Context: an optimization exercise on an open-source flow, tuned for small area and a short achievable clock period. The choices shown serve that exercise and are no tape-out recipe. The RTL was checked by simulation tests, not by an equivalence proof against the original design. No activity file was given, so power comes from the tool's default toggle rates.

### flow/run.sh
#!/bin/bash
# The standard ORFS layout (standard.sh, with its standard synthesis) with
# these changes to how it is made:
#  - port buffers are buf_1 cells
#  - CTS runs with the arguments in flow/cts_args.txt (no dummy loads, smaller
#    clock buffers in smaller sink clusters)
#  - the platform's don't-use list is extended with the clock inverters
#    (flow/dont_use.txt), which repair otherwise sizes into weak low-power
#    variants on data paths
#  - the repair steps aim at a setup slack margin (flow/margin.txt) that stands
#    for a shorter clock period than the one signed off
# Each tool's output goes to flow_orfs.log and ORFS's own logs under orfs/logs.
set -euo pipefail
MARGIN=$(cat flow/margin.txt)
CTS_ARGS_FILE=$(cat flow/cts_args.txt)
DONT_USE=$(cat flow/dont_use.txt)
bash standard.sh \
  SETUP_SLACK_MARGIN="$MARGIN" \
  BUFFER_PORTS_ARGS="-buffer_cell sky130_fd_sc_hd__buf_1" \
  CTS_ARGS="$CTS_ARGS_FILE" \
  DONT_USE_CELLS="$DONT_USE" \
  finish > flow_orfs.log 2>&1
### flow/cts_args.txt
-sink_clustering_enable -repair_clock_nets -dont_use_dummy_load -buf_list {sky130_fd_sc_hd__clkbuf_4 sky130_fd_sc_hd__clkbuf_8} -sink_clustering_size 14 -sink_clustering_max_diameter 70
### constraint.sdc
create_clock -name core_clock -period 8.5 [get_ports {clk}]
set_input_delay 1.7000 -clock core_clock [delete_from_list [all_inputs] [get_ports {clk}]]
set_output_delay 1.7000 -clock core_clock [all_outputs]
set_load 0.01 [all_outputs]
### standard.sh
#!/bin/bash
# synth_recipe.tcl (not shown) runs the flow's synth.tcl, then flattens the netlist and writes it again
# the make line also repeats each setting of config.mk as NAME=value (left out here)
make -C /OpenROAD-flow-scripts/flow DESIGN_CONFIG=/design/flow/config.mk WORK_HOME=/design/flow/orfs CLKGATE_MAP_FILE= SYNTH_SCRIPT=/design/flow/synth_recipe.tcl "${@:-finish}"
### design.v
`timescale 1ns/1ps
package fp_mul_pkg;
    localparam logic [1:0] SP_NONE = 2'd0;
    localparam logic [1:0] SP_ZERO = 2'd1;
    localparam logic [1:0] SP_INF  = 2'd2;
    localparam logic [1:0] SP_NAN  = 2'd3;
    localparam logic [1:0] RC_NE  = 2'd0;   
    localparam logic [1:0] RC_Z   = 2'd1;   
    localparam logic [1:0] RC_NA  = 2'd2;   
    localparam logic [1:0] RC_INF = 2'd3;   
endpackage
`timescale 1ns/1ps
module fp_unpack (
    input  logic [31:0] fp_x,
    input  logic [31:0] fp_y,
    output logic [1:0]  special,
    output logic [9:0]  exp_sum,
    output logic [25:1] x3,
    output logic [7:0]  sel1,
    output logic [7:0]  sel2,
    output logic [7:0]  sel3,
    output logic [7:0]  sel4,
    output logic [6:0]  neg,
    output logic        sticky21,
    output logic        sticky22
);
    logic [7:0]  ex, ey;
    logic [22:0] fx, fy;
    logic        x_zero, x_inf, x_nan, y_zero, y_inf, y_nan;
    logic [27:0] ye;
    logic [3:0]  w;
    logic [25:0] x3_full;
    logic [23:0] zx, zy;
    logic        tz22, tz23;
    assign ex = fp_x[30:23];
    assign fx = fp_x[22:0];
    assign ey = fp_y[30:23];
    assign fy = fp_y[22:0];
    assign x_zero = (ex == 8'd0);
    assign x_inf  = (ex == 8'hFF) & (fx == 23'd0);
    assign x_nan  = (ex == 8'hFF) & (fx != 23'd0);
    assign y_zero = (ey == 8'd0);
    assign y_inf  = (ey == 8'hFF) & (fy == 23'd0);
    assign y_nan  = (ey == 8'hFF) & (fy != 23'd0);
    always_comb begin
        if (x_nan | y_nan | (x_inf & y_zero) | (y_inf & x_zero))
            special = fp_mul_pkg::SP_NAN;
        else if (x_inf | y_inf)
            special = fp_mul_pkg::SP_INF;
        else if (x_zero | y_zero)
            special = fp_mul_pkg::SP_ZERO;
        else
            special = fp_mul_pkg::SP_NONE;
    end
    assign exp_sum = {2'b00, ex} + {2'b00, ey} - 10'd127;
    assign x3_full = {2'b00, 1'b1, fx} + {1'b0, 1'b1, fx, 1'b0};
    assign x3      = x3_full[25:1];
    assign ye = {3'b000, 1'b1, fy, 1'b0};
    always_comb begin
        for (int j = 0; j < 8; j++) begin
            w = ye[3*j +: 4];
            sel1[j] = (w == 4'b0001) | (w == 4'b0010) | (w == 4'b1101) | (w == 4'b1110);
            sel2[j] = (w == 4'b0011) | (w == 4'b0100) | (w == 4'b1011) | (w == 4'b1100);
            sel3[j] = (w == 4'b0101) | (w == 4'b0110) | (w == 4'b1001) | (w == 4'b1010);
            sel4[j] = (w == 4'b0111) | (w == 4'b1000);
        end
        for (int j = 0; j < 7; j++) begin
            neg[j] = ye[3*j+3];
        end
    end
    always_comb begin
        zx[0] = 1'b1;
        zy[0] = 1'b1;
        for (int a = 1; a < 24; a++) begin
            zx[a] = zx[a-1] & ~fx[a-1];
            zy[a] = zy[a-1] & ~fy[a-1];
        end
    end
    always_comb begin
        tz22 = 1'b0;
        tz23 = 1'b0;
        for (int a = 0; a <= 22; a++) tz22 = tz22 | (zx[a] & zy[22-a]);
        for (int a = 0; a <= 23; a++) tz23 = tz23 | (zx[a] & zy[23-a]);
    end
    assign sticky21 = ~tz22;
    assign sticky22 = ~tz23;
endmodule
`timescale 1ns/1ps
module booth_multiplier (
    input  logic [22:0] fx,
    input  logic [25:1] x3,
    input  logic [7:0]  sel1,
    input  logic [7:0]  sel2,
    input  logic [7:0]  sel3,
    input  logic [7:0]  sel4,
    input  logic [6:0]  neg,
    output logic [47:0] row0,
    output logic [47:0] row1,
    output logic [47:0] row2
);
    logic [23:0] xs;
    logic [25:0] m1, m2, m3, m4;
    logic [6:0]  nneg;
    logic [25:0] pp0;
    logic [25:0] pp1;
    logic [25:0] pp2;
    logic [25:0] pp3;
    logic [25:0] pp4;
    logic [25:0] pp5;
    logic [25:0] pp6;
    logic [25:0] pp7;
    logic ts0, tc0;
    logic ts1, tc1;
    logic ts2, tc2;
    logic ts3, tc3;
    logic ts4, tc4;
    logic ts5, tc5;
    logic ts6, tc6;
    logic ts7, tc7;
    logic ts8, tc8;
    logic ts9, tc9;
    logic ts10, tc10;
    logic ts11, tc11;
    logic ts12, tc12;
    logic ts13, tc13;
    logic ts14, tc14;
    logic ts15, tc15;
    logic ts16, tc16;
    logic ts17, tc17;
    logic ts18, tc18;
    logic ts19, tc19;
    logic ts20, tc20;
    logic ts21, tc21;
    logic ts22, tc22;
    logic ts23, tc23;
    logic ts24, tc24;
    logic ts25, tc25;
    logic ts26, tc26;
    logic ts27, tc27;
    logic ts28, tc28;
    logic ts29, tc29;
    logic ts30, tc30;
    logic ts31, tc31;
    logic ts32, tc32;
    logic ts33, tc33;
    logic ts34, tc34;
    logic ts35, tc35;
    logic ts36, tc36;
    logic ts37, tc37;
    logic ts38, tc38;
    logic ts39, tc39;
    logic ts40, tc40;
    logic ts41, tc41;
    logic ts42, tc42;
    logic ts43, tc43;
    logic ts44, tc44;
    logic ts45, tc45;
    logic ts46, tc46;
    logic ts47, tc47;
    logic ts48, tc48;
    logic ts49, tc49;
    logic ts50, tc50;
    logic ts51, tc51;
    logic ts52, tc52;
    logic ts53, tc53;
    logic ts54, tc54;
    logic ts55, tc55;
    logic ts56, tc56;
    logic ts57, tc57;
    logic ts58, tc58;
    logic ts59, tc59;
    logic ts60, tc60;
    logic ts61, tc61;
    logic ts62, tc62;
    logic ts63, tc63;
    logic ts64, tc64;
    logic ts65, tc65;
    logic ts66, tc66;
    logic ts67, tc67;
    logic ts68, tc68;
    logic ts69, tc69;
    logic ts70, tc70;
    logic ts71, tc71;
    logic ts72, tc72;
    logic ts73, tc73;
    logic ts74, tc74;
    logic ts75, tc75;
    logic ts76, tc76;
    logic ts77, tc77;
    logic ts78, tc78;
    logic ts79, tc79;
    logic ts80, tc80;
    logic ts81, tc81;
    logic ts82, tc82;
    logic ts83, tc83;
    logic ts84, tc84;
    logic ts85, tc85;
    logic ts86, tc86;
    logic ts87, tc87;
    logic ts88, tc88;
    logic ts89, tc89;
    logic ts90, tc90;
    logic ts91, tc91;
    logic ts92, tc92;
    logic ts93, tc93;
    logic ts94, tc94;
    logic ts95, tc95;
    logic ts96, tc96;
    logic ts97, tc97;
    logic ts98, tc98;
    logic ts99, tc99;
    logic ts100, tc100;
    logic ts101, tc101;
    logic ts102, tc102;
    logic ts103, tc103;
    logic ts104, tc104;
    logic ts105, tc105;
    logic ts106, tc106;
    logic ts107, tc107;
    logic ts108, tc108;
    logic ts109, tc109;
    logic ts110, tc110;
    logic ts111, tc111;
    logic ts112, tc112;
    logic ts113, tc113;
    logic ts114, tc114;
    logic ts115, tc115;
    logic ts116, tc116;
    logic ts117, tc117;
    logic ts118, tc118;
    logic ts119, tc119;
    logic ts120, tc120;
    logic ts121, tc121;
    logic ts122, tc122;
    logic ts123, tc123;
    logic ts124, tc124;
    logic ts125, tc125;
    logic ts126, tc126;
    logic ts127, tc127;
    logic ts128, tc128;
    logic ts129, tc129;
    logic ts130, tc130;
    logic ts131, tc131;
    logic ts132, tc132;
    logic ts133, tc133;
    logic ts134, tc134;
    logic ts135, tc135;
    logic ts136, tc136;
    logic ts137, tc137;
    logic ts138, tc138;
    logic ts139, tc139;
    logic ts140, tc140;
    logic ts141, tc141;
    logic ts142, tc142;
    logic ts143, tc143;
    logic ts144, tc144;
    logic ts145, tc145;
    logic ts146, tc146;
    logic ts147, tc147;
    logic ts148, tc148;
    logic ts149, tc149;
    logic ts150, tc150;
    logic ts151, tc151;
    logic ts152, tc152;
    logic ts153, tc153;
    logic ts154, tc154;
    logic ts155, tc155;
    logic ts156, tc156;
    logic ts157, tc157;
    logic ts158, tc158;
    logic ts159, tc159;
    logic ts160, tc160;
    logic ts161, tc161;
    logic ts162, tc162;
    logic ts163, tc163;
    logic ts164, tc164;
    logic ts165, tc165;
    assign xs   = {1'b1, fx};
    assign nneg = ~neg;
    assign m1 = {2'b00, xs};
    assign m2 = {1'b0, xs, 1'b0};
    assign m3 = {x3, fx[0]};
    assign m4 = {xs, 2'b00};
    assign pp0 = ({26{sel1[0]}} & m1 | {26{sel2[0]}} & m2 | {26{sel3[0]}} & m3 | {26{sel4[0]}} & m4) ^ {26{neg[0]}};
    assign pp1 = ({26{sel1[1]}} & m1 | {26{sel2[1]}} & m2 | {26{sel3[1]}} & m3 | {26{sel4[1]}} & m4) ^ {26{neg[1]}};
    assign pp2 = ({26{sel1[2]}} & m1 | {26{sel2[2]}} & m2 | {26{sel3[2]}} & m3 | {26{sel4[2]}} & m4) ^ {26{neg[2]}};
    assign pp3 = ({26{sel1[3]}} & m1 | {26{sel2[3]}} & m2 | {26{sel3[3]}} & m3 | {26{sel4[3]}} & m4) ^ {26{neg[3]}};
    assign pp4 = ({26{sel1[4]}} & m1 | {26{sel2[4]}} & m2 | {26{sel3[4]}} & m3 | {26{sel4[4]}} & m4) ^ {26{neg[4]}};
    assign pp5 = ({26{sel1[5]}} & m1 | {26{sel2[5]}} & m2 | {26{sel3[5]}} & m3 | {26{sel4[5]}} & m4) ^ {26{neg[5]}};
    assign pp6 = ({26{sel1[6]}} & m1 | {26{sel2[6]}} & m2 | {26{sel3[6]}} & m3 | {26{sel4[6]}} & m4) ^ {26{neg[6]}};
    assign pp7 = ({26{sel1[7]}} & m1 | {26{sel2[7]}} & m2 | {26{sel3[7]}} & m3 | {26{sel4[7]}} & m4) ^ {26{1'b1}};
    assign ts0 = neg[5] ^ pp0[15];
    assign tc0 = neg[5] & pp0[15];
    assign ts1 = pp0[16] ^ pp1[13];
    assign tc1 = pp0[16] & pp1[13];
    assign ts2 = pp0[17] ^ pp1[14];
    assign tc2 = pp0[17] & pp1[14];
    assign ts3 = neg[6] ^ pp0[18] ^ pp1[15];
    assign tc3 = (neg[6] & pp0[18]) | (neg[6] & pp1[15]) | (pp0[18] & pp1[15]);
    assign ts4 = pp2[12] ^ pp3[9];
    assign tc4 = pp2[12] & pp3[9];
    assign ts5 = pp0[19] ^ pp1[16] ^ pp2[13];
    assign tc5 = (pp0[19] & pp1[16]) | (pp0[19] & pp2[13]) | (pp1[16] & pp2[13]);
    assign ts6 = pp3[10] ^ pp4[7];
    assign tc6 = pp3[10] & pp4[7];
    assign ts7 = pp0[20] ^ pp1[17] ^ pp2[14];
    assign tc7 = (pp0[20] & pp1[17]) | (pp0[20] & pp2[14]) | (pp1[17] & pp2[14]);
    assign ts8 = pp3[11] ^ pp4[8];
    assign tc8 = pp3[11] & pp4[8];
    assign ts9 = 1'b1 ^ pp0[21] ^ pp1[18];
    assign tc9 = (1'b1 & pp0[21]) | (1'b1 & pp1[18]) | (pp0[21] & pp1[18]);
    assign ts10 = pp2[15] ^ pp3[12] ^ pp4[9];
    assign tc10 = (pp2[15] & pp3[12]) | (pp2[15] & pp4[9]) | (pp3[12] & pp4[9]);
    assign ts11 = pp5[6] ^ pp6[3];
    assign tc11 = pp5[6] & pp6[3];
    assign ts12 = pp0[22] ^ pp1[19] ^ pp2[16];
    assign tc12 = (pp0[22] & pp1[19]) | (pp0[22] & pp2[16]) | (pp1[19] & pp2[16]);
    assign ts13 = pp3[13] ^ pp4[10] ^ pp5[7];
    assign tc13 = (pp3[13] & pp4[10]) | (pp3[13] & pp5[7]) | (pp4[10] & pp5[7]);
    assign ts14 = pp6[4] ^ pp7[1];
    assign tc14 = pp6[4] & pp7[1];
    assign ts15 = pp0[23] ^ pp1[20] ^ pp2[17];
    assign tc15 = (pp0[23] & pp1[20]) | (pp0[23] & pp2[17]) | (pp1[20] & pp2[17]);
    assign ts16 = pp3[14] ^ pp4[11] ^ pp5[8];
    assign tc16 = (pp3[14] & pp4[11]) | (pp3[14] & pp5[8]) | (pp4[11] & pp5[8]);
    assign ts17 = pp6[5] ^ pp7[2];
    assign tc17 = pp6[5] & pp7[2];
    assign ts18 = xs[0] ^ pp0[24] ^ pp1[21];
    assign tc18 = (xs[0] & pp0[24]) | (xs[0] & pp1[21]) | (pp0[24] & pp1[21]);
    assign ts19 = pp2[18] ^ pp3[15] ^ pp4[12];
    assign tc19 = (pp2[18] & pp3[15]) | (pp2[18] & pp4[12]) | (pp3[15] & pp4[12]);
    assign ts20 = pp5[9] ^ pp6[6] ^ pp7[3];
    assign tc20 = (pp5[9] & pp6[6]) | (pp5[9] & pp7[3]) | (pp6[6] & pp7[3]);
    assign ts21 = xs[1] ^ pp0[25] ^ pp1[22];
    assign tc21 = (xs[1] & pp0[25]) | (xs[1] & pp1[22]) | (pp0[25] & pp1[22]);
    assign ts22 = pp2[19] ^ pp3[16] ^ pp4[13];
    assign tc22 = (pp2[19] & pp3[16]) | (pp2[19] & pp4[13]) | (pp3[16] & pp4[13]);
    assign ts23 = pp5[10] ^ pp6[7] ^ pp7[4];
    assign tc23 = (pp5[10] & pp6[7]) | (pp5[10] & pp7[4]) | (pp6[7] & pp7[4]);
    assign ts24 = neg[0] ^ xs[2] ^ pp1[23];
    assign tc24 = (neg[0] & xs[2]) | (neg[0] & pp1[23]) | (xs[2] & pp1[23]);
    assign ts25 = pp2[20] ^ pp3[17] ^ pp4[14];
    assign tc25 = (pp2[20] & pp3[17]) | (pp2[20] & pp4[14]) | (pp3[17] & pp4[14]);
    assign ts26 = pp5[11] ^ pp6[8] ^ pp7[5];
    assign tc26 = (pp5[11] & pp6[8]) | (pp5[11] & pp7[5]) | (pp6[8] & pp7[5]);
    assign ts27 = neg[0] ^ xs[3] ^ pp1[24];
    assign tc27 = (neg[0] & xs[3]) | (neg[0] & pp1[24]) | (xs[3] & pp1[24]);
    assign ts28 = pp2[21] ^ pp3[18] ^ pp4[15];
    assign tc28 = (pp2[21] & pp3[18]) | (pp2[21] & pp4[15]) | (pp3[18] & pp4[15]);
    assign ts29 = pp5[12] ^ pp6[9] ^ pp7[6];
    assign tc29 = (pp5[12] & pp6[9]) | (pp5[12] & pp7[6]) | (pp6[9] & pp7[6]);
    assign ts30 = neg[0] ^ xs[4] ^ pp1[25];
    assign tc30 = (neg[0] & xs[4]) | (neg[0] & pp1[25]) | (xs[4] & pp1[25]);
    assign ts31 = pp2[22] ^ pp3[19] ^ pp4[16];
    assign tc31 = (pp2[22] & pp3[19]) | (pp2[22] & pp4[16]) | (pp3[19] & pp4[16]);
    assign ts32 = pp5[13] ^ pp6[10] ^ pp7[7];
    assign tc32 = (pp5[13] & pp6[10]) | (pp5[13] & pp7[7]) | (pp6[10] & pp7[7]);
    assign ts33 = nneg[1] ^ nneg[0] ^ xs[5];
    assign tc33 = (nneg[1] & nneg[0]) | (nneg[1] & xs[5]) | (nneg[0] & xs[5]);
    assign ts34 = pp2[23] ^ pp3[20] ^ pp4[17];
    assign tc34 = (pp2[23] & pp3[20]) | (pp2[23] & pp4[17]) | (pp3[20] & pp4[17]);
    assign ts35 = pp5[14] ^ pp6[11] ^ pp7[8];
    assign tc35 = (pp5[14] & pp6[11]) | (pp5[14] & pp7[8]) | (pp6[11] & pp7[8]);
    assign ts36 = 1'b1 ^ xs[6] ^ pp2[24];
    assign tc36 = (1'b1 & xs[6]) | (1'b1 & pp2[24]) | (xs[6] & pp2[24]);
    assign ts37 = pp3[21] ^ pp4[18] ^ pp5[15];
    assign tc37 = (pp3[21] & pp4[18]) | (pp3[21] & pp5[15]) | (pp4[18] & pp5[15]);
    assign ts38 = pp6[12] ^ pp7[9];
    assign tc38 = pp6[12] & pp7[9];
    assign ts39 = 1'b1 ^ xs[7] ^ pp2[25];
    assign tc39 = (1'b1 & xs[7]) | (1'b1 & pp2[25]) | (xs[7] & pp2[25]);
    assign ts40 = pp3[22] ^ pp4[19] ^ pp5[16];
    assign tc40 = (pp3[22] & pp4[19]) | (pp3[22] & pp5[16]) | (pp4[19] & pp5[16]);
    assign ts41 = pp6[13] ^ pp7[10];
    assign tc41 = pp6[13] & pp7[10];
    assign ts42 = nneg[2] ^ xs[8] ^ pp3[23];
    assign tc42 = (nneg[2] & xs[8]) | (nneg[2] & pp3[23]) | (xs[8] & pp3[23]);
    assign ts43 = pp4[20] ^ pp5[17] ^ pp6[14];
    assign tc43 = (pp4[20] & pp5[17]) | (pp4[20] & pp6[14]) | (pp5[17] & pp6[14]);
    assign ts44 = 1'b1 ^ xs[9] ^ pp3[24];
    assign tc44 = (1'b1 & xs[9]) | (1'b1 & pp3[24]) | (xs[9] & pp3[24]);
    assign ts45 = pp4[21] ^ pp5[18];
    assign tc45 = pp4[21] & pp5[18];
    assign ts46 = 1'b1 ^ xs[10] ^ pp3[25];
    assign tc46 = (1'b1 & xs[10]) | (1'b1 & pp3[25]) | (xs[10] & pp3[25]);
    assign ts47 = pp4[22] ^ pp5[19];
    assign tc47 = pp4[22] & pp5[19];
    assign ts48 = nneg[3] ^ xs[11] ^ pp4[23];
    assign tc48 = (nneg[3] & xs[11]) | (nneg[3] & pp4[23]) | (xs[11] & pp4[23]);
    assign ts49 = 1'b1 ^ xs[12];
    assign tc49 = 1'b1 & xs[12];
    assign ts50 = 1'b1 ^ xs[13];
    assign tc50 = 1'b1 & xs[13];
    assign ts51 = neg[3] ^ pp0[9];
    assign tc51 = neg[3] & pp0[9];
    assign ts52 = pp0[10] ^ pp1[7];
    assign tc52 = pp0[10] & pp1[7];
    assign ts53 = pp0[11] ^ pp1[8];
    assign tc53 = pp0[11] & pp1[8];
    assign ts54 = neg[4] ^ pp0[12] ^ pp1[9];
    assign tc54 = (neg[4] & pp0[12]) | (neg[4] & pp1[9]) | (pp0[12] & pp1[9]);
    assign ts55 = pp2[6] ^ pp3[3];
    assign tc55 = pp2[6] & pp3[3];
    assign ts56 = pp0[13] ^ pp1[10] ^ pp2[7];
    assign tc56 = (pp0[13] & pp1[10]) | (pp0[13] & pp2[7]) | (pp1[10] & pp2[7]);
    assign ts57 = pp3[4] ^ pp4[1];
    assign tc57 = pp3[4] & pp4[1];
    assign ts58 = pp0[14] ^ pp1[11] ^ pp2[8];
    assign tc58 = (pp0[14] & pp1[11]) | (pp0[14] & pp2[8]) | (pp1[11] & pp2[8]);
    assign ts59 = pp3[5] ^ pp4[2];
    assign tc59 = pp3[5] & pp4[2];
    assign ts60 = pp1[12] ^ pp2[9] ^ pp3[6];
    assign tc60 = (pp1[12] & pp2[9]) | (pp1[12] & pp3[6]) | (pp2[9] & pp3[6]);
    assign ts61 = pp4[3] ^ pp5[0] ^ ts0;
    assign tc61 = (pp4[3] & pp5[0]) | (pp4[3] & ts0) | (pp5[0] & ts0);
    assign ts62 = pp2[10] ^ pp3[7] ^ pp4[4];
    assign tc62 = (pp2[10] & pp3[7]) | (pp2[10] & pp4[4]) | (pp3[7] & pp4[4]);
    assign ts63 = pp5[1] ^ tc0 ^ ts1;
    assign tc63 = (pp5[1] & tc0) | (pp5[1] & ts1) | (tc0 & ts1);
    assign ts64 = pp2[11] ^ pp3[8] ^ pp4[5];
    assign tc64 = (pp2[11] & pp3[8]) | (pp2[11] & pp4[5]) | (pp3[8] & pp4[5]);
    assign ts65 = pp5[2] ^ tc1 ^ ts2;
    assign tc65 = (pp5[2] & tc1) | (pp5[2] & ts2) | (tc1 & ts2);
    assign ts66 = pp4[6] ^ pp5[3] ^ pp6[0];
    assign tc66 = (pp4[6] & pp5[3]) | (pp4[6] & pp6[0]) | (pp5[3] & pp6[0]);
    assign ts67 = tc2 ^ ts4 ^ ts3;
    assign tc67 = (tc2 & ts4) | (tc2 & ts3) | (ts4 & ts3);
    assign ts68 = pp5[4] ^ pp6[1] ^ tc4;
    assign tc68 = (pp5[4] & pp6[1]) | (pp5[4] & tc4) | (pp6[1] & tc4);
    assign ts69 = ts6 ^ tc3 ^ ts5;
    assign tc69 = (ts6 & tc3) | (ts6 & ts5) | (tc3 & ts5);
    assign ts70 = pp5[5] ^ pp6[2] ^ tc6;
    assign tc70 = (pp5[5] & pp6[2]) | (pp5[5] & tc6) | (pp6[2] & tc6);
    assign ts71 = ts8 ^ tc5 ^ ts7;
    assign tc71 = (ts8 & tc5) | (ts8 & ts7) | (tc5 & ts7);
    assign ts72 = pp7[0] ^ tc8 ^ ts11;
    assign tc72 = (pp7[0] & tc8) | (pp7[0] & ts11) | (tc8 & ts11);
    assign ts73 = tc7 ^ ts9 ^ ts10;
    assign tc73 = (tc7 & ts9) | (tc7 & ts10) | (ts9 & ts10);
    assign ts74 = tc11 ^ ts14 ^ tc9;
    assign tc74 = (tc11 & ts14) | (tc11 & tc9) | (ts14 & tc9);
    assign ts75 = tc10 ^ ts12 ^ ts13;
    assign tc75 = (tc10 & ts12) | (tc10 & ts13) | (ts12 & ts13);
    assign ts76 = tc14 ^ ts17 ^ tc12;
    assign tc76 = (tc14 & ts17) | (tc14 & tc12) | (ts17 & tc12);
    assign ts77 = tc13 ^ ts15 ^ ts16;
    assign tc77 = (tc13 & ts15) | (tc13 & ts16) | (ts15 & ts16);
    assign ts78 = tc17 ^ tc15 ^ tc16;
    assign tc78 = (tc17 & tc15) | (tc17 & tc16) | (tc15 & tc16);
    assign ts79 = ts18 ^ ts19 ^ ts20;
    assign tc79 = (ts18 & ts19) | (ts18 & ts20) | (ts19 & ts20);
    assign ts80 = tc18 ^ tc19 ^ tc20;
    assign tc80 = (tc18 & tc19) | (tc18 & tc20) | (tc19 & tc20);
    assign ts81 = ts21 ^ ts22 ^ ts23;
    assign tc81 = (ts21 & ts22) | (ts21 & ts23) | (ts22 & ts23);
    assign ts82 = tc21 ^ tc22 ^ tc23;
    assign tc82 = (tc21 & tc22) | (tc21 & tc23) | (tc22 & tc23);
    assign ts83 = ts24 ^ ts25 ^ ts26;
    assign tc83 = (ts24 & ts25) | (ts24 & ts26) | (ts25 & ts26);
    assign ts84 = tc24 ^ tc25 ^ tc26;
    assign tc84 = (tc24 & tc25) | (tc24 & tc26) | (tc25 & tc26);
    assign ts85 = ts27 ^ ts28 ^ ts29;
    assign tc85 = (ts27 & ts28) | (ts27 & ts29) | (ts28 & ts29);
    assign ts86 = tc27 ^ tc28 ^ tc29;
    assign tc86 = (tc27 & tc28) | (tc27 & tc29) | (tc28 & tc29);
    assign ts87 = ts30 ^ ts31 ^ ts32;
    assign tc87 = (ts30 & ts31) | (ts30 & ts32) | (ts31 & ts32);
    assign ts88 = ts33 ^ tc30 ^ tc31;
    assign tc88 = (ts33 & tc30) | (ts33 & tc31) | (tc30 & tc31);
    assign ts89 = tc32 ^ ts34 ^ ts35;
    assign tc89 = (tc32 & ts34) | (tc32 & ts35) | (ts34 & ts35);
    assign ts90 = tc33 ^ ts38 ^ tc34;
    assign tc90 = (tc33 & ts38) | (tc33 & tc34) | (ts38 & tc34);
    assign ts91 = tc35 ^ ts36 ^ ts37;
    assign tc91 = (tc35 & ts36) | (tc35 & ts37) | (ts36 & ts37);
    assign ts92 = tc38 ^ ts41 ^ tc36;
    assign tc92 = (tc38 & ts41) | (tc38 & tc36) | (ts41 & tc36);
    assign ts93 = tc37 ^ ts39 ^ ts40;
    assign tc93 = (tc37 & ts39) | (tc37 & ts40) | (ts39 & ts40);
    assign ts94 = pp7[11] ^ tc41 ^ tc39;
    assign tc94 = (pp7[11] & tc41) | (pp7[11] & tc39) | (tc41 & tc39);
    assign ts95 = tc40 ^ ts42 ^ ts43;
    assign tc95 = (tc40 & ts42) | (tc40 & ts43) | (ts42 & ts43);
    assign ts96 = pp6[15] ^ pp7[12] ^ ts45;
    assign tc96 = (pp6[15] & pp7[12]) | (pp6[15] & ts45) | (pp7[12] & ts45);
    assign ts97 = tc42 ^ tc43 ^ ts44;
    assign tc97 = (tc42 & tc43) | (tc42 & ts44) | (tc43 & ts44);
    assign ts98 = pp6[16] ^ pp7[13] ^ tc45;
    assign tc98 = (pp6[16] & pp7[13]) | (pp6[16] & tc45) | (pp7[13] & tc45);
    assign ts99 = ts47 ^ tc44 ^ ts46;
    assign tc99 = (ts47 & tc44) | (ts47 & ts46) | (tc44 & ts46);
    assign ts100 = pp5[20] ^ pp6[17] ^ pp7[14];
    assign tc100 = (pp5[20] & pp6[17]) | (pp5[20] & pp7[14]) | (pp6[17] & pp7[14]);
    assign ts101 = tc47 ^ tc46 ^ ts48;
    assign tc101 = (tc47 & tc46) | (tc47 & ts48) | (tc46 & ts48);
    assign ts102 = ts49 ^ pp4[24] ^ pp5[21];
    assign tc102 = (ts49 & pp4[24]) | (ts49 & pp5[21]) | (pp4[24] & pp5[21]);
    assign ts103 = pp6[18] ^ pp7[15] ^ tc48;
    assign tc103 = (pp6[18] & pp7[15]) | (pp6[18] & tc48) | (pp7[15] & tc48);
    assign ts104 = tc49 ^ ts50 ^ pp4[25];
    assign tc104 = (tc49 & ts50) | (tc49 & pp4[25]) | (ts50 & pp4[25]);
    assign ts105 = pp5[22] ^ pp6[19] ^ pp7[16];
    assign tc105 = (pp5[22] & pp6[19]) | (pp5[22] & pp7[16]) | (pp6[19] & pp7[16]);
    assign ts106 = nneg[4] ^ xs[14] ^ tc50;
    assign tc106 = (nneg[4] & xs[14]) | (nneg[4] & tc50) | (xs[14] & tc50);
    assign ts107 = pp5[23] ^ pp6[20] ^ pp7[17];
    assign tc107 = (pp5[23] & pp6[20]) | (pp5[23] & pp7[17]) | (pp6[20] & pp7[17]);
    assign ts108 = 1'b1 ^ xs[15] ^ pp5[24];
    assign tc108 = (1'b1 & xs[15]) | (1'b1 & pp5[24]) | (xs[15] & pp5[24]);
    assign ts109 = pp6[21] ^ pp7[18];
    assign tc109 = pp6[21] & pp7[18];
    assign ts110 = 1'b1 ^ xs[16] ^ pp5[25];
    assign tc110 = (1'b1 & xs[16]) | (1'b1 & pp5[25]) | (xs[16] & pp5[25]);
    assign ts111 = pp6[22] ^ pp7[19];
    assign tc111 = pp6[22] & pp7[19];
    assign ts112 = nneg[5] ^ xs[17] ^ pp6[23];
    assign tc112 = (nneg[5] & xs[17]) | (nneg[5] & pp6[23]) | (xs[17] & pp6[23]);
    assign ts113 = 1'b1 ^ xs[18];
    assign tc113 = 1'b1 & xs[18];
    assign ts114 = 1'b1 ^ xs[19];
    assign tc114 = 1'b1 & xs[19];
    assign ts115 = neg[2] ^ pp0[6];
    assign tc115 = neg[2] & pp0[6];
    assign ts116 = pp0[7] ^ pp1[4];
    assign tc116 = pp0[7] & pp1[4];
    assign ts117 = pp0[8] ^ pp1[5];
    assign tc117 = pp0[8] & pp1[5];
    assign ts118 = pp1[6] ^ pp2[3] ^ pp3[0];
    assign tc118 = (pp1[6] & pp2[3]) | (pp1[6] & pp3[0]) | (pp2[3] & pp3[0]);
    assign ts119 = pp2[4] ^ pp3[1] ^ tc51;
    assign tc119 = (pp2[4] & pp3[1]) | (pp2[4] & tc51) | (pp3[1] & tc51);
    assign ts120 = pp2[5] ^ pp3[2] ^ tc52;
    assign tc120 = (pp2[5] & pp3[2]) | (pp2[5] & tc52) | (pp3[2] & tc52);
    assign ts121 = pp4[0] ^ tc53 ^ ts55;
    assign tc121 = (pp4[0] & tc53) | (pp4[0] & ts55) | (tc53 & ts55);
    assign ts122 = tc55 ^ ts57 ^ tc54;
    assign tc122 = (tc55 & ts57) | (tc55 & tc54) | (ts57 & tc54);
    assign ts123 = tc57 ^ ts59 ^ tc56;
    assign tc123 = (tc57 & ts59) | (tc57 & tc56) | (ts59 & tc56);
    assign ts124 = tc59 ^ tc58 ^ ts60;
    assign tc124 = (tc59 & tc58) | (tc59 & ts60) | (tc58 & ts60);
    assign ts125 = tc60 ^ ts62 ^ tc61;
    assign tc125 = (tc60 & ts62) | (tc60 & tc61) | (ts62 & tc61);
    assign ts126 = tc62 ^ ts64 ^ tc63;
    assign tc126 = (tc62 & ts64) | (tc62 & tc63) | (ts64 & tc63);
    assign ts127 = tc64 ^ ts66 ^ tc65;
    assign tc127 = (tc64 & ts66) | (tc64 & tc65) | (ts66 & tc65);
    assign ts128 = tc66 ^ ts68 ^ tc67;
    assign tc128 = (tc66 & ts68) | (tc66 & tc67) | (ts68 & tc67);
    assign ts129 = tc68 ^ ts70 ^ tc69;
    assign tc129 = (tc68 & ts70) | (tc68 & tc69) | (ts70 & tc69);
    assign ts130 = tc70 ^ ts72 ^ tc71;
    assign tc130 = (tc70 & ts72) | (tc70 & tc71) | (ts72 & tc71);
    assign ts131 = tc72 ^ tc73 ^ ts74;
    assign tc131 = (tc72 & tc73) | (tc72 & ts74) | (tc73 & ts74);
    assign ts132 = tc74 ^ tc75 ^ ts76;
    assign tc132 = (tc74 & tc75) | (tc74 & ts76) | (tc75 & ts76);
    assign ts133 = tc76 ^ tc77 ^ ts78;
    assign tc133 = (tc76 & tc77) | (tc76 & ts78) | (tc77 & ts78);
    assign ts134 = tc78 ^ tc79 ^ ts80;
    assign tc134 = (tc78 & tc79) | (tc78 & ts80) | (tc79 & ts80);
    assign ts135 = tc80 ^ tc81 ^ ts82;
    assign tc135 = (tc80 & tc81) | (tc80 & ts82) | (tc81 & ts82);
    assign ts136 = tc82 ^ tc83 ^ ts84;
    assign tc136 = (tc82 & tc83) | (tc82 & ts84) | (tc83 & ts84);
    assign ts137 = tc84 ^ tc85 ^ ts86;
    assign tc137 = (tc84 & tc85) | (tc84 & ts86) | (tc85 & ts86);
    assign ts138 = tc86 ^ tc87 ^ ts88;
    assign tc138 = (tc86 & tc87) | (tc86 & ts88) | (tc87 & ts88);
    assign ts139 = tc88 ^ tc89 ^ ts90;
    assign tc139 = (tc88 & tc89) | (tc88 & ts90) | (tc89 & ts90);
    assign ts140 = tc90 ^ tc91 ^ ts92;
    assign tc140 = (tc90 & tc91) | (tc90 & ts92) | (tc91 & ts92);
    assign ts141 = tc92 ^ tc93 ^ ts94;
    assign tc141 = (tc92 & tc93) | (tc92 & ts94) | (tc93 & ts94);
    assign ts142 = ts96 ^ tc94 ^ tc95;
    assign tc142 = (ts96 & tc94) | (ts96 & tc95) | (tc94 & tc95);
    assign ts143 = tc96 ^ ts98 ^ tc97;
    assign tc143 = (tc96 & ts98) | (tc96 & tc97) | (ts98 & tc97);
    assign ts144 = ts100 ^ tc98 ^ tc99;
    assign tc144 = (ts100 & tc98) | (ts100 & tc99) | (tc98 & tc99);
    assign ts145 = tc100 ^ ts102 ^ tc101;
    assign tc145 = (tc100 & ts102) | (tc100 & tc101) | (ts102 & tc101);
    assign ts146 = tc102 ^ ts104 ^ ts105;
    assign tc146 = (tc102 & ts104) | (tc102 & ts105) | (ts104 & ts105);
    assign ts147 = ts106 ^ tc104 ^ tc105;
    assign tc147 = (ts106 & tc104) | (ts106 & tc105) | (tc104 & tc105);
    assign ts148 = tc106 ^ ts109 ^ tc107;
    assign tc148 = (tc106 & ts109) | (tc106 & tc107) | (ts109 & tc107);
    assign ts149 = tc109 ^ ts111 ^ tc108;
    assign tc149 = (tc109 & ts111) | (tc109 & tc108) | (ts111 & tc108);
    assign ts150 = pp7[20] ^ tc111 ^ tc110;
    assign tc150 = (pp7[20] & tc111) | (pp7[20] & tc110) | (tc111 & tc110);
    assign ts151 = ts113 ^ pp6[24] ^ pp7[21];
    assign tc151 = (ts113 & pp6[24]) | (ts113 & pp7[21]) | (pp6[24] & pp7[21]);
    assign ts152 = tc113 ^ ts114 ^ pp6[25];
    assign tc152 = (tc113 & ts114) | (tc113 & pp6[25]) | (ts114 & pp6[25]);
    assign ts153 = nneg[6] ^ xs[20] ^ tc114;
    assign tc153 = (nneg[6] & xs[20]) | (nneg[6] & tc114) | (xs[20] & tc114);
    assign ts154 = 1'b1 ^ xs[21];
    assign tc154 = 1'b1 & xs[21];
    assign ts155 = 1'b1 ^ xs[22];
    assign tc155 = 1'b1 & xs[22];
    assign ts156 = ts107 ^ tc146 ^ ts147;
    assign tc156 = (ts107 & tc146) | (ts107 & ts147) | (tc146 & ts147);
    assign ts157 = ts108 ^ tc147 ^ ts148;
    assign tc157 = (ts108 & tc147) | (ts108 & ts148) | (tc147 & ts148);
    assign ts158 = ts110 ^ tc148 ^ ts149;
    assign tc158 = (ts110 & tc148) | (ts110 & ts149) | (tc148 & ts149);
    assign ts159 = ts112 ^ tc149 ^ ts150;
    assign tc159 = (ts112 & tc149) | (ts112 & ts150) | (tc149 & ts150);
    assign ts160 = tc112 ^ ts151 ^ tc150;
    assign tc160 = (tc112 & ts151) | (tc112 & tc150) | (ts151 & tc150);
    assign ts161 = pp7[22] ^ tc151 ^ ts152;
    assign tc161 = (pp7[22] & tc151) | (pp7[22] & ts152) | (tc151 & ts152);
    assign ts162 = pp7[23] ^ ts153 ^ tc152;
    assign tc162 = (pp7[23] & ts153) | (pp7[23] & tc152) | (ts153 & tc152);
    assign ts163 = ts154 ^ pp7[24] ^ tc153;
    assign tc163 = (ts154 & pp7[24]) | (ts154 & tc153) | (pp7[24] & tc153);
    assign ts164 = tc154 ^ ts155 ^ pp7[25];
    assign tc164 = (tc154 & ts155) | (tc154 & pp7[25]) | (ts155 & pp7[25]);
    assign ts165 = xs[23] ^ tc155;
    assign tc165 = xs[23] & tc155;
    assign row0 = {ts165, ts164, ts163, ts162, ts161, ts160, tc158, tc157, tc156, ts156, tc103, ts103, ts101, ts99, ts97, ts95, ts93, ts91, ts89, ts87, ts85, ts83, ts81, ts79, ts77, ts75, ts73, ts71, ts69, ts67, ts65, ts63, ts61, ts58, ts56, ts54, ts53, ts52, tc117, pp2[2], pp2[1], pp1[3], pp0[5], pp0[4], neg[1], pp0[2], pp0[1], neg[0]};
    assign row1 = {tc164, tc163, tc162, tc161, tc160, tc159, ts159, ts158, ts157, 1'b0, ts146, tc144, tc143, tc142, tc141, tc140, tc139, tc138, tc137, tc136, tc135, tc134, tc133, tc132, tc131, tc130, tc129, tc128, tc127, tc126, tc125, tc124, tc123, tc122, tc121, tc120, tc119, tc118, ts51, tc116, tc115, pp2[0], pp1[2], pp1[1], pp0[3], 1'b0, 1'b0, pp0[0]};
    assign row2 = {1'b0, 1'b0, 1'b0, 1'b0, 1'b0, 1'b0, 1'b0, 1'b0, 1'b0, 1'b0, tc145, ts145, ts144, ts143, ts142, ts141, ts140, ts139, ts138, ts137, ts136, ts135, ts134, ts133, ts132, ts131, ts130, ts129, ts128, ts127, ts126, ts125, ts124, ts123, ts122, ts121, ts120, ts119, ts118, ts117, ts116, ts115, 1'b0, 1'b0, pp1[0], 1'b0, 1'b0, 1'b0};
endmodule
`timescale 1ns/1ps
module fp_normalize (
    input  logic [47:0] row0,
    input  logic [47:0] row1,
    input  logic [47:0] row2,
    input  logic [9:0]  exp_sum,
    input  logic [1:0]  rclass,
    input  logic        sticky21,
    input  logic        sticky22,
    output logic [22:0] frac,
    output logic        inc,
    output logic [7:0]  exp_adj,
    output logic        ovf_a,
    output logic        ovf_b,
    output logic        udf_a,
    output logic        udf_b
);
    logic [47:0] cs_s, cs_c;
    logic [47:0] prod;
    logic        hi;
    logic        inc_hi, inc_lo;
    logic signed [9:0] es;
    logic [7:0]  es_inc;
    function automatic logic round_up(input logic [1:0] rc, input logic lsb,
                                      input logic guard, input logic sticky);
        case (rc)
            fp_mul_pkg::RC_Z:   round_up = 1'b0;
            fp_mul_pkg::RC_NA:  round_up = guard;
            fp_mul_pkg::RC_INF: round_up = guard | sticky;
            default:            round_up = guard & (sticky | lsb);
        endcase
    endfunction
    assign cs_s = row0 ^ row1 ^ row2;
    assign cs_c = {(row0[46:0] & row1[46:0]) | (row0[46:0] & row2[46:0]) | (row1[46:0] & row2[46:0]), 1'b0};
    assign prod = cs_s + cs_c;
    assign hi     = prod[47];
    assign frac   = hi ? prod[46:24] : prod[45:23];
    assign inc_hi = round_up(rclass, prod[24], prod[23], sticky22);
    assign inc_lo = round_up(rclass, prod[23], prod[22], sticky21);
    assign inc    = hi ? inc_hi : inc_lo;
    assign es      = exp_sum;
    assign es_inc  = exp_sum[7:0] + 8'd1;
    assign exp_adj = hi ? es_inc : exp_sum[7:0];
    assign ovf_a   = hi ? (es >= 10'sd254) : (es >= 10'sd255);
    assign ovf_b   = hi ? (es >= 10'sd253) : (es >= 10'sd254);
    assign udf_a   = hi ? (es <= -10'sd1)  : (es <= 10'sd0);
    assign udf_b   = hi ? (es <= -10'sd2)  : (es <= -10'sd1);
endmodule
`timescale 1ns/1ps
module fp_round (
    input  logic        sign,
    input  logic        ovf_inf,
    input  logic [1:0]  special,
    input  logic [7:0]  exp_adj,
    input  logic        ovf_a,
    input  logic        ovf_b,
    input  logic        udf_a,
    input  logic        udf_b,
    input  logic [22:0] frac,
    input  logic        inc,
    output logic [31:0] z,
    output logic        ovf,
    output logic        udf
);
    logic        carry;
    logic [22:0] frac_rnd;
    logic [7:0]  exp_rnd;
    logic        e_ovf, e_udf;
    assign carry    = inc & (&frac);
    assign frac_rnd = frac + {22'd0, inc};
    assign exp_rnd  = exp_adj + {7'd0, carry};
    assign e_ovf    = carry ? ovf_b : ovf_a;
    assign e_udf    = carry ? udf_b : udf_a;
    always_comb begin
        ovf = 1'b0;
        udf = 1'b0;
        case (special)
            fp_mul_pkg::SP_NAN:  z = 32'h7FC0_0000;
            fp_mul_pkg::SP_INF:  z = {sign, 8'hFF, 23'd0};
            fp_mul_pkg::SP_ZERO: z = {sign, 31'd0};
            default: begin
                if (e_ovf) begin
                    ovf = 1'b1;
                    z   = ovf_inf ? {sign, 8'hFF, 23'd0} : {sign, 31'h7F7F_FFFF};
                end else if (e_udf) begin
                    udf = 1'b1;
                    z   = {sign, 31'd0};
                end else begin
                    z   = {sign, exp_rnd, frac_rnd};
                end
            end
        endcase
    end
endmodule
`timescale 1ns/1ps
module fp_mul_top (
    input  logic        clk,
    input  logic        arst_n,
    input  logic        in_valid,
    input  logic [31:0] fp_x,
    input  logic [31:0] fp_y,
    input  logic [2:0]  r_mode,
    output logic        out_valid,
    output logic [31:0] fp_z,
    output logic        ovrf,
    output logic        udrf
);
    logic        v1, s1, st21_1, st22_1;
    logic [1:0]  rc1, sp1;
    logic [9:0]  es1;
    logic [22:0] fx1;
    logic [25:1] x3_1;
    logic [7:0]  sel1_1, sel2_1, sel3_1, sel4_1;
    logic [6:0]  neg1;
    logic        v2, s2, st21_2, st22_2;
    logic [1:0]  rc2, sp2;
    logic [9:0]  es2;
    logic [47:0] r0_2, r1_2, r2_2;
    logic        v3, s3, oi3, inc3, ova3, ovb3, uda3, udb3;
    logic [1:0]  sp3;
    logic [7:0]  ea3;
    logic [22:0] fr3;
    logic        sign_in;
    logic [1:0]  rc_in, sp_a;
    logic [9:0]  es_a;
    logic [25:1] x3_a;
    logic [7:0]  sel1_a, sel2_a, sel3_a, sel4_a;
    logic [6:0]  neg_a;
    logic        st21_a, st22_a;
    logic [47:0] r0_b, r1_b, r2_b;
    logic [22:0] fr_c;
    logic        inc_c, ova_c, ovb_c, uda_c, udb_c;
    logic [7:0]  ea_c;
    logic [31:0] z_d;
    logic        ovf_d, udf_d;
    assign sign_in = fp_x[31] ^ fp_y[31];
    always_comb begin
        case (r_mode)
            3'd1:    rc_in = fp_mul_pkg::RC_Z;
            3'd2:    rc_in = sign_in ? fp_mul_pkg::RC_INF : fp_mul_pkg::RC_Z;
            3'd3:    rc_in = sign_in ? fp_mul_pkg::RC_Z : fp_mul_pkg::RC_INF;
            3'd4:    rc_in = fp_mul_pkg::RC_NA;
            default: rc_in = fp_mul_pkg::RC_NE;
        endcase
    end
    fp_unpack u_unpack (
        .fp_x     (fp_x),
        .fp_y     (fp_y),
        .special  (sp_a),
        .exp_sum  (es_a),
        .x3       (x3_a),
        .sel1     (sel1_a),
        .sel2     (sel2_a),
        .sel3     (sel3_a),
        .sel4     (sel4_a),
        .neg      (neg_a),
        .sticky21 (st21_a),
        .sticky22 (st22_a)
    );
    always_ff @(posedge clk or negedge arst_n) begin
        if (!arst_n) begin
            v1 <= 1'b0;
            v2 <= 1'b0;
            v3 <= 1'b0;
        end else begin
            v1 <= in_valid;
            v2 <= v1;
            v3 <= v2;
        end
    end
    always_ff @(posedge clk) begin
        s1     <= sign_in;
        rc1    <= rc_in;
        sp1    <= sp_a;
        es1    <= es_a;
        fx1    <= fp_x[22:0];
        x3_1   <= x3_a;
        sel1_1 <= sel1_a;
        sel2_1 <= sel2_a;
        sel3_1 <= sel3_a;
        sel4_1 <= sel4_a;
        neg1   <= neg_a;
        st21_1 <= st21_a;
        st22_1 <= st22_a;
    end
    booth_multiplier u_mul (
        .fx   (fx1),
        .x3   (x3_1),
        .sel1 (sel1_1),
        .sel2 (sel2_1),
        .sel3 (sel3_1),
        .sel4 (sel4_1),
        .neg  (neg1),
        .row0 (r0_b),
        .row1 (r1_b),
        .row2 (r2_b)
    );
    always_ff @(posedge clk) begin
        s2     <= s1;
        rc2    <= rc1;
        sp2    <= sp1;
        es2    <= es1;
        st21_2 <= st21_1;
        st22_2 <= st22_1;
        r0_2   <= r0_b;
        r1_2   <= r1_b;
        r2_2   <= r2_b;
    end
    fp_normalize u_norm (
        .row0     (r0_2),
        .row1     (r1_2),
        .row2     (r2_2),
        .exp_sum  (es2),
        .rclass   (rc2),
        .sticky21 (st21_2),
        .sticky22 (st22_2),
        .frac     (fr_c),
        .inc      (inc_c),
        .exp_adj  (ea_c),
        .ovf_a    (ova_c),
        .ovf_b    (ovb_c),
        .udf_a    (uda_c),
        .udf_b    (udb_c)
    );
    always_ff @(posedge clk) begin
        s3   <= s2;
        oi3  <= (rc2 != fp_mul_pkg::RC_Z);
        sp3  <= sp2;
        ea3  <= ea_c;
        ova3 <= ova_c;
        ovb3 <= ovb_c;
        uda3 <= uda_c;
        udb3 <= udb_c;
        fr3  <= fr_c;
        inc3 <= inc_c;
    end
    fp_round u_round (
        .sign    (s3),
        .ovf_inf (oi3),
        .special (sp3),
        .exp_adj (ea3),
        .ovf_a   (ova3),
        .ovf_b   (ovb3),
        .udf_a   (uda3),
        .udf_b   (udb3),
        .frac    (fr3),
        .inc     (inc3),
        .z       (z_d),
        .ovf     (ovf_d),
        .udf     (udf_d)
    );
    always_ff @(posedge clk or negedge arst_n) begin
        if (!arst_n) begin
            out_valid <= 1'b0;
            ovrf      <= 1'b0;
            udrf      <= 1'b0;
        end else begin
            out_valid <= v3;
            ovrf      <= v3 & ovf_d;
            udrf      <= v3 & udf_d;
        end
    end
    always_ff @(posedge clk) begin
        fp_z <= z_d;
    end
endmodule
### flow/dont_use.txt
sky130_fd_sc_hd__probe_p_8 sky130_fd_sc_hd__probec_p_8 sky130_fd_sc_hd__lpflow_bleeder_1 sky130_fd_sc_hd__lpflow_clkbufkapwr_1 sky130_fd_sc_hd__lpflow_clkbufkapwr_16 sky130_fd_sc_hd__lpflow_clkbufkapwr_2 sky130_fd_sc_hd__lpflow_clkbufkapwr_4 sky130_fd_sc_hd__lpflow_clkbufkapwr_8 sky130_fd_sc_hd__lpflow_clkinvkapwr_1 sky130_fd_sc_hd__lpflow_clkinvkapwr_16 sky130_fd_sc_hd__lpflow_clkinvkapwr_2 sky130_fd_sc_hd__lpflow_clkinvkapwr_4 sky130_fd_sc_hd__lpflow_clkinvkapwr_8 sky130_fd_sc_hd__lpflow_decapkapwr_12 sky130_fd_sc_hd__lpflow_decapkapwr_3 sky130_fd_sc_hd__lpflow_decapkapwr_4 sky130_fd_sc_hd__lpflow_decapkapwr_6 sky130_fd_sc_hd__lpflow_decapkapwr_8 sky130_fd_sc_hd__lpflow_inputiso0n_1 sky130_fd_sc_hd__lpflow_inputiso0p_1 sky130_fd_sc_hd__lpflow_inputiso1n_1 sky130_fd_sc_hd__lpflow_inputiso1p_1 sky130_fd_sc_hd__lpflow_inputisolatch_1 sky130_fd_sc_hd__lpflow_isobufsrc_1 sky130_fd_sc_hd__lpflow_isobufsrc_16 sky130_fd_sc_hd__lpflow_isobufsrc_2 sky130_fd_sc_hd__lpflow_isobufsrc_4 sky130_fd_sc_hd__lpflow_isobufsrc_8 sky130_fd_sc_hd__lpflow_isobufsrckapwr_16 sky130_fd_sc_hd__lpflow_lsbuf_lh_hl_isowell_tap_1 sky130_fd_sc_hd__lpflow_lsbuf_lh_hl_isowell_tap_2 sky130_fd_sc_hd__lpflow_lsbuf_lh_hl_isowell_tap_4 sky130_fd_sc_hd__lpflow_lsbuf_lh_isowell_4 sky130_fd_sc_hd__lpflow_lsbuf_lh_isowell_tap_1 sky130_fd_sc_hd__lpflow_lsbuf_lh_isowell_tap_2 sky130_fd_sc_hd__lpflow_lsbuf_lh_isowell_tap_4 sky130_fd_sc_hd__clkinv_1 sky130_fd_sc_hd__clkinv_2 sky130_fd_sc_hd__clkinv_4 sky130_fd_sc_hd__clkinv_8 sky130_fd_sc_hd__clkinv_16 sky130_fd_sc_hd__clkinvlp_2 sky130_fd_sc_hd__clkinvlp_4
### config.mk
export PLATFORM = sky130hd
export DESIGN_NAME = fp_mul_top
export DESIGN_NICKNAME = fp_mul_top
export VERILOG_FILES = /design/flow/design.v
export SDC_FILE = /design/flow/constraint.sdc
export NUM_CORES = 4
export LEC_CHECK = 0
export ABC_AREA = 1
export CAP_MARGIN = 20
export CORE_MARGIN = 2
export CORE_UTILIZATION = 40
export SLEW_MARGIN = 20
### flow/margin.txt
5
==> summary.txt <==
## per-layer routing
metal	up-vias	track usage
li1	9387	-
met1	9692	0.340
met2	1197	0.450
met3	337	0.0596
met4	0	0.138
met5	-	0
## synthesized netlist by cell type, drive strengths merged (2+ instances only)
cell type / number / area, µm²
nor3: 30 / 160
xnor2: 22 / 193
xor2: 237 / 2080
a211oi: 4 / 35.0
o221ai: 7 / 61.3
a221oi: 183 / 1600
fa: 163 / 3260
o31ai: 2 / 15.0
dfxtp: 319 / 6390
dfrtp: 6 / 150
o21ai: 105 / 559
a21o: 15 / 113
nand3b: 8 / 60.1
ha: 135 / 1690
a21boi: 4 / 30.0
and3: 4 / 25.0
o211ai: 7 / 52.6
clkbuf: 141 / 538
a31oi: 8 / 50.1
or2: 12 / 75.1
buf: 31 / 191
inv: 339 / 1280
and2: 2 / 12.5
a21oi: 131 / 659
nand4: 29 / 200
nand2: 352 / 1350
nor4: 15 / 106
o22ai: 175 / 1090
o21bai: 9 / 67.6
nor2: 188 / 783
nand3: 75 / 385
## metrics by stage
stage	power, mW	cells	setup WS (ns)	hold slack (ns)	util
after floorplan	7.15	2764	4.96	0.310	-
after global placement	9.22	3485	4.17	0.311	0.418
after detailed placement	9.25	3485	4.18	0.315	0.418
after CTS	10.1	3515	5.02	0.330	0.426
after global routing	11.1	3516	5.01	0.341	0.427
final	10.1	3516	5.03	0.332	0.427
## worst paths after layout
kind	from	end
max	fx1[13]$_DFF_P_	r2_2[26]$_DFF_P_
min	es1[5]$_DFF_P_	es2[5]$_DFF_P_
max reg2reg	fx1[13]$_DFF_P_	r2_2[26]$_DFF_P_
min reg2reg	es1[5]$_DFF_P_	es2[5]$_DFF_P_
max in group asynchronous	arst_n	out_valid$_DFF_PN0_
min in group asynchronous	arst_n	udrf$_DFF_PN0_
## cell type report
| cell class | instances | area (µm²) |
|---|---|---|
| fillers | 5890 | 33100 |
| multi-input cells | 1928 | 14900 |
| flip-flops and latches | 325 | 6550 |
| inverters | 339 | 1290 |
| well taps | 765 | 957 |
| repair buffers | 128 | 572 |
| clock buffers | 30 | 413 |
| diodes | 1 | 2.50 |
## logic make-up after synthesis
kind of cell | share of synthesized area
fa+ha+maj | 0.212
xor+xnor | 0.0973
compound gates | 0.188
simple gates | 0.136
buf+inv | 0.0862
flops | 0.280
## placed cells by master (no fill, tap or decap), drive strengths merged, types with 105 or more instances in the layout
master	count
a221oi	183
o22ai	175
a21oi	131
fa	163
nand2	352
nor2	188
o21ai	105
xor2	237
buf	128
dfxtp	319
inv	339
ha	135
## report_power, final
group,internal (mW),total (mW),switching (mW),leakage [nW]
registers,2.10,2.51,0.403,2.76
logic,2.39,6.77,4.38,7.49
clock network,0.311,0.812,0.501,0.216
## registers in the layout, indices dropped and copies added, names as in the netlist, 10 cells and up
signal / count
r0_2: 48
r2_2: 33
fp_z: 32
fr3: 23
x3_1: 25
r1_2: 45
es1: 10
es2: 10
fx1: 23
## timing repair
item,CTS,global route
hold buffers,0,0
pin swaps,0,1
gates resized for setup,10,26
setup endpoints to repair,24,28
cloned,0,0
==> flow_summary.toml <==
[floorplan]
io_pins = 105
die_area_mm2 = 0.0602
die_h_um = 245
num_rows = 88
start_util = 0.404
coreArea_mm2 = 0.0577
die_w_um = 245

[route]
drc = 0
drt-pass1-iter-count = 7
ant_nets = 0
top_layer = "met4"
dr_wl_met2_um = 38100
wl_um = 84400
wl_met3_um = 8210
drtIter0Drc = 2236
num_vias = 20600
met1_length_um = 33300
vias_per_cell = 5.86
wl_per_cell_um = 24.0

[clock_network]
clk_latency_ns = 0.70
cts_root_buf = "clkbuf_8"
cts_tree = "built"
path_clk_slew_ns = 0.10
cts_sinks = 325
htree_levels = 1
cts_buffer_depth = 3
postCtsSetupBuffers = 0
numCtsBuffers = 30

[placed_design]
dpl_cell_area_mm2 = 0.0241
numPortBuffers = 104
gp_congestion = 0.981
dpl.hpwl_um = 62700

[sta]
maxSlewHeadroom = 0.317
fin_crit_sh = 0.408
rsz0062_at_grt = "no"
setup_viol = 0
hold_viol = 0
min_period_ns = 3.47
worst_clock_skew_ns = 0.123
drv_slew = 0
fmax_ghz = 0.288
setup_tns_ns = 0
worst_pin_slew_ns = 1.02

[min_path]
hold_class = "flop to flop"
hold_depth = 0

[synth]
ys_ff_latch = 325
ys_seq_area_frac = 0.280
synth_edf_count = 0
synth_nets = 3132
synth_cells = 2764
yosysWarnings = 4
syn-mean-instance-area_um2 = 8.44
synth_area_mm2 = 0.0233
yosys_most_used_dff = "dfxtp_1"
synth.distinct_cells = 61
async_flop_share = 0.0185

[critical_path]
cp.required_ns = 8.98
cpMostUsedCell = "fa_1"
critPathLaunchType = "flop"
cpLargestDelayFamily = "adder cells"
crit_path_max_incr_delay_ns = 0.71
path_class = "flop to flop"
reg2reg_setup_slack_ns = 5.03
cp-end-kind = "flop"
crit_arrival_ns = 3.94
path_depth = 8
cp_num_buf_inv = 2
worstRegToRegCells = 8
cp_max_fo = 18
path_cells = "inv_2 > o22ai_1 > a221oi_1 > xor2_1 > fa_1 > inv_1 > fa_1 > fa_1"
cpMaxStageDelayCell = "dfxtp_1"

[status]
status = "timing/DRC/antenna clean"

[power_and_ir_drop]
p_per_area_mw_per_mm2 = 410
p_leak_nw = 10.5
vdd_drop_max_mv = 0.196

[global_route]
grt_max_degree = 37
grt_pass1_vias = 20800
overflow = 0
grtUsageTotal = 0.274
antenna_found_initial = 2
grt_first_pass_wirelength_um = 126000

[layout]
syn_to_final_growth_pct = 5.64
fin_nets = 3120
design_area_mm2 = 0.0246
drive_gt1_frac = 0.0604

[job]
drv_cap = 0

[what the ideal ports hide]
The flow's constraints put no driver on any port. The routed layout listed below was extracted and timed again, unchanged, in two steps.
Step 1 sets driving cells, clkbuf_16 on the clock port and buf_2 on the other inputs (assumed; they add their load-dependent delay and slew).
Step 2 adds t to the input delays and takes it off the output delays; t is the mean of the earliest and latest rising clock arrival at the registers after step 1. Input paths then give back, and output paths get back, about the clock's delay inside the block.
Slacks: no drivers / after step 1 / after step 2; pairs: no drivers / after step 1.
shift t [ns]: 0.696
slack for setup (ns): 5.033 / 5.033 / 4.487
latest minus earliest clock arrival (ns): 0.124 / 0.123
cell pins on the clock port's net: 1
After both steps setup and hold are still met in this run. The setup slack of this run moves by 0.000 ns with the drivers and by -0.546 ns with both steps.
